This design comes from an exercise in tuning for small area and few clock cycles per item on the open sky130 flow, not from production work. Only simulation tests tie the RTL to the original design; equivalence was not proved. Power and IR drop assume default switching activity. The flow treats the clock pin as an ideal source, which a real chip does not have.

==> inputs of branch lagoon <==
==> flow/design.v <==
module bitplane_packer #(
  parameter  int N_PIX            = 256,
  parameter  int BLOCKS_PER_FRAME = 256,
  localparam int BW               = $clog2(BLOCKS_PER_FRAME)
) (
  input  logic             clk,
  input  logic             rst_n,
  input  logic             in_valid,
  output logic             in_ready,
  input  logic [7:0]       in_pix,
  output logic             out_valid,
  input  logic             out_ready,
  output logic [N_PIX-1:0] out_data,
  output logic [3:0]       out_plane,
  output logic [BW-1:0]    out_block,
  output logic             out_last
);
  localparam int NB = 1;
  localparam int   PW   = $clog2(N_PIX);
  localparam logic FLIP = 1'(NB - 1);
  typedef enum logic {B_FILL, B_EMIT} bank_st_e;
  logic [NB-1:0][7:0][N_PIX-1:0] bank_q;
  logic [NB-1:0][7:0][N_PIX-1:0] bank_d;
  logic [NB-1:0]    st_q;
  logic [NB-1:0]    st_d;
  logic             fill_q, fill_d;
  logic             emit_q, emit_d;
  logic [PW-1:0]    pix_q, pix_d;
  logic [3:0]       pl_q, pl_d;
  logic [BW-1:0]    blk_q, blk_d;
  logic             in_fire, out_fire;
  logic             last_pix, last_pl, last_blk;
  logic [2:0]       pidx;
  logic             fsel, esel;
  assign fsel = (NB == 1) ? 1'b0 : fill_q;
  assign esel = (NB == 1) ? 1'b0 : emit_q;
  assign in_ready  = (st_q[fsel] == B_FILL);
  assign out_valid = (st_q[esel] == B_EMIT);
  assign pidx      = 3'(pl_q - 4'd1);
  assign out_data  = out_valid ? bank_q[esel][pidx] : '0;
  assign out_plane = pl_q;
  assign out_block = blk_q;
  assign out_last  = out_valid && last_pl && last_blk;
  always_comb begin
    in_fire  = in_valid && in_ready;
    out_fire = out_valid && out_ready;
    last_pix = (pix_q == PW'(N_PIX - 1));
    last_pl  = (pl_q == 4'd8);
    last_blk = (blk_q == BW'(BLOCKS_PER_FRAME - 1));
    bank_d   = bank_q;
    st_d     = st_q;
    fill_d   = fill_q;
    emit_d   = emit_q;
    pix_d    = pix_q;
    pl_d     = pl_q;
    blk_d    = blk_q;
    if (in_fire) begin
      for (int b = 0; b < 8; b++) begin
        bank_d[fsel][b] =
          {bank_q[fsel][b][N_PIX-2:0], in_pix[b]};
      end
      pix_d = last_pix ? '0 : pix_q + PW'(1);
      if (last_pix) begin
        st_d[fsel] = B_EMIT;
        fill_d       = fill_q ^ FLIP;
      end
    end
    if (out_fire) begin
      pl_d = last_pl ? 4'd1 : pl_q + 4'd1;
      if (last_pl) begin
        st_d[esel] = B_FILL;
        emit_d       = emit_q ^ FLIP;
        blk_d        = last_blk ? '0 : blk_q + BW'(1);
      end
    end
  end
  always_ff @(posedge clk or negedge rst_n) begin
    if (!rst_n) begin
      st_q   <= {NB{B_FILL}};
      bank_q <= '0;
      fill_q <= 1'b0;
      emit_q <= 1'b0;
      pix_q  <= '0;
      pl_q   <= 4'd1;
      blk_q  <= '0;
    end else begin
      bank_q <= bank_d;
      st_q   <= st_d;
      fill_q <= fill_d;
      emit_q <= emit_d;
      pix_q  <= pix_d;
      pl_q   <= pl_d;
      blk_q  <= blk_d;
    end
  end
endmodule
==> flow/run.sh <==
#!/bin/bash
# synth_recipe.tcl (not shown) runs the flow's synth.tcl, then flattens the netlist and writes it again
# the make line also repeats each setting of config.mk as NAME=value (left out here)
make -C /OpenROAD-flow-scripts/flow DESIGN_CONFIG=/design/flow/config.mk WORK_HOME=/design/flow/orfs CLKGATE_MAP_FILE= SYNTH_SCRIPT=/design/flow/synth_recipe.tcl finish
==> flow/config.mk <==
export PLATFORM = sky130hd
export DESIGN_NAME = bitplane_packer
export DESIGN_NICKNAME = bitplane_packer
export VERILOG_FILES = /design/flow/design.v
export SDC_FILE = /design/flow/constraint.sdc
export NUM_CORES = 4
export LEC_CHECK = 0
export CAP_MARGIN = 20
export CORE_MARGIN = 2
export CORE_UTILIZATION = 40
export SLEW_MARGIN = 20
==> flow/constraint.sdc <==
create_clock -name core_clock -period 6.0 [get_ports {clk}]
set_input_delay 1.2000 -clock core_clock [delete_from_list [all_inputs] [get_ports {clk}]]
set_output_delay 1.2000 -clock core_clock [all_outputs]
set_load 0.01 [all_outputs]
==> branch delta: changes against branch lagoon <==
==> flow/design.v (replaced) <==
module bitplane_packer #(
  parameter  int N_PIX            = 256,
  parameter  int BLOCKS_PER_FRAME = 256,
  localparam int BW               = $clog2(BLOCKS_PER_FRAME)
) (
  input  logic             clk,
  input  logic             rst_n,
  input  logic             in_valid,
  output logic             in_ready,
  input  logic [7:0]       in_pix,
  output logic             out_valid,
  input  logic             out_ready,
  output logic [N_PIX-1:0] out_data,
  output logic [3:0]       out_plane,
  output logic [BW-1:0]    out_block,
  output logic             out_last
);
  localparam int L  = N_PIX + 8;        
  localparam int PW = $clog2(N_PIX);
  localparam int LW = $clog2(L);
  logic [L-1:0]      ring_q [8];        
  logic [N_PIX-1:0]  od_q;              
  logic [LW-1:0]     d_q;               
  logic [PW-1:0]     pix_q;             
  logic              pend_q;            
  logic [LW-1:0]     c_q;               
  logic              hv_q;              
  logic [7:0]        hpix_q;            
  logic              ov_q;
  logic [3:0]        pl_q;
  logic [BW-1:0]     blk_q;
  logic              in_fire, out_fire, load, last_pix, wr_ok, wr;
  logic [7:0]        wpix;
  logic [N_PIX-1:0]  tap;
  assign wr_ok     = (d_q == '0) && !(pend_q && (pix_q >= PW'(8)));
  assign wr        = wr_ok && (hv_q || in_valid);
  assign wpix      = hv_q ? hpix_q : in_pix;
  assign in_ready  = !hv_q || wr_ok;
  assign in_fire   = in_valid && in_ready;
  assign out_valid = ov_q;
  assign out_fire  = ov_q && out_ready;
  assign load      = pend_q && (c_q == '0) && (!ov_q || out_ready);
  assign last_pix  = (pix_q == PW'(N_PIX - 1));
  assign out_data  = od_q;
  assign out_plane = pl_q;
  assign out_block = blk_q;
  assign out_last  = (pl_q == 4'd8) && (blk_q == BW'(BLOCKS_PER_FRAME - 1));
  always_comb begin
    for (int i = 0; i < N_PIX; i++) tap[N_PIX - 1 - i] = ring_q[i % 8][i + 8];
  end
  for (genvar q = 0; q < 8; q++) begin : g_ring
    logic [L-1:0] nxt;
    always_comb begin
      nxt = {ring_q[q][0], ring_q[q][L-1:1]};
      if (wr && (pix_q[2:0] == 3'(q))) begin
        for (int p = 0; p < 8; p++) nxt[(p + L - 1) % L] = wpix[p];
      end
    end
    always_ff @(posedge clk) ring_q[q] <= nxt;
  end
  always_ff @(posedge clk) begin
    if (load) od_q <= tap;
    if (in_fire && (hv_q || !wr_ok)) hpix_q <= in_pix;
  end
  always_ff @(posedge clk) begin
    if (wr && last_pix) c_q <= d_q;   
    else if (!load) c_q <= (c_q == '0) ? LW'(L - 1) : c_q - LW'(1);
  end
  always_ff @(posedge clk or negedge rst_n) begin
    if (!rst_n) begin
      d_q    <= '0;
      pix_q  <= '0;
      pend_q <= 1'b0;
      hv_q   <= 1'b0;
      ov_q   <= 1'b0;
      pl_q   <= 4'd1;
      blk_q  <= '0;
    end else begin
      if (!wr) d_q <= (d_q == '0) ? LW'(L - 1) : d_q - LW'(1);
      hv_q <= hv_q ? (!wr_ok || in_fire) : (in_fire && !wr_ok);
      if (wr) begin
        pix_q <= pix_q + PW'(1);
        if (last_pix) begin
          pend_q <= 1'b1;
        end
      end
      if (load) begin
        if (pl_q == (ov_q ? 4'd7 : 4'd8)) pend_q <= 1'b0;
        ov_q <= 1'b1;
      end else if (out_fire) begin
        ov_q <= 1'b0;
      end
      if (out_fire) begin
        pl_q <= (pl_q == 4'd8) ? 4'd1 : pl_q + 4'd1;
        if (pl_q == 4'd8) blk_q <= blk_q + BW'(1);
      end
    end
  end
endmodule
==> flow/flow/run.sh (new file) <==
#!/bin/bash
# The standard layout (standard.sh, with config.mk's settings), except that:
#  - the port buffers are the smallest buffer cell instead of the default one;
#  - clock tree synthesis uses larger sink clusters and no dummy loads.
set -euo pipefail
bash standard.sh \
  "BUFFER_PORTS_ARGS=-buffer_cell sky130_fd_sc_hd__buf_1" \
  "CTS_ARGS=-sink_clustering_enable -repair_clock_nets -dont_use_dummy_load -sink_clustering_size 30 -sink_clustering_max_diameter 70" \
  finish > standard_flow.log 2>&1
==> flow/standard.sh (new file) <==
#!/bin/bash
# synth_recipe.tcl (not shown) runs the flow's synth.tcl, then flattens the netlist and writes it again
# the make line also repeats each setting of config.mk as NAME=value (left out here)
make -C /OpenROAD-flow-scripts/flow DESIGN_CONFIG=/design/flow/config.mk WORK_HOME=/design/flow/orfs CLKGATE_MAP_FILE= SYNTH_SCRIPT=/design/flow/synth_recipe.tcl "${@:-finish}"
CORE_UTILIZATION = 65   (was 40)
removed: flow/run.sh
==> qor summary <==
	branch lagoon	branch delta
Data arrival, critical path	4.53 ns	3.37 ns
Status	complete, no violations	complete, no violations
TritonCTS Sinks	2069	2417
Fraction of layout instances using a drive strength above 1	0.100	0.0586
Internal power summed over all cells	26.0 mW	19.3 mW
Area fraction in compound gates after synthesis	0.0257	0.00348
Number of global-route vias before repair	66.4k	19.3k
Effective utilization at floorplan	0.401	0.659
Pleak	56.0 nW	21.7 nW
Half-perimeter wire length after placement	133000 um	39700 um
Non-clock inverter instance count of the final layout	4	11
Sequential logic power	14.9 mW	16.5 mW
Total placed instance area	97700 um^2	55700 um^2
Testbench counts of branch lagoon, summed over its fixed seeds: cycles 50,688, blocks 192.
Testbench counts of branch delta, summed over its fixed seeds: cycles 49,224, blocks 192.

[static timing again, ports no longer ideal]
In the flow no input, the clock included, has a driving cell. The finished layouts below were timed again as built, in two steps. Step 1 sets driving cells, clkbuf_16 on the clock port and buf_2 on the other inputs (assumed; they add their load-dependent delay and slew). Step 2 also shifts input and output timing later by t, the mid clock arrival at the registers, as if the neighbouring blocks saw the same clock. a / b / c = ideal / step 1 / step 2; a / b = the first two.
run | t (ns) | slack for setup (ns) | worst setup path at the end | pins driven straight from the clock port
branch lagoon | 0.935 | 0.270 / 0.177 / 1.113 | register to output | 1
branch delta | 0.710 | 1.427 / 1.363 / 2.073 | register to output | 1
After both steps every run listed still meets setup and hold.
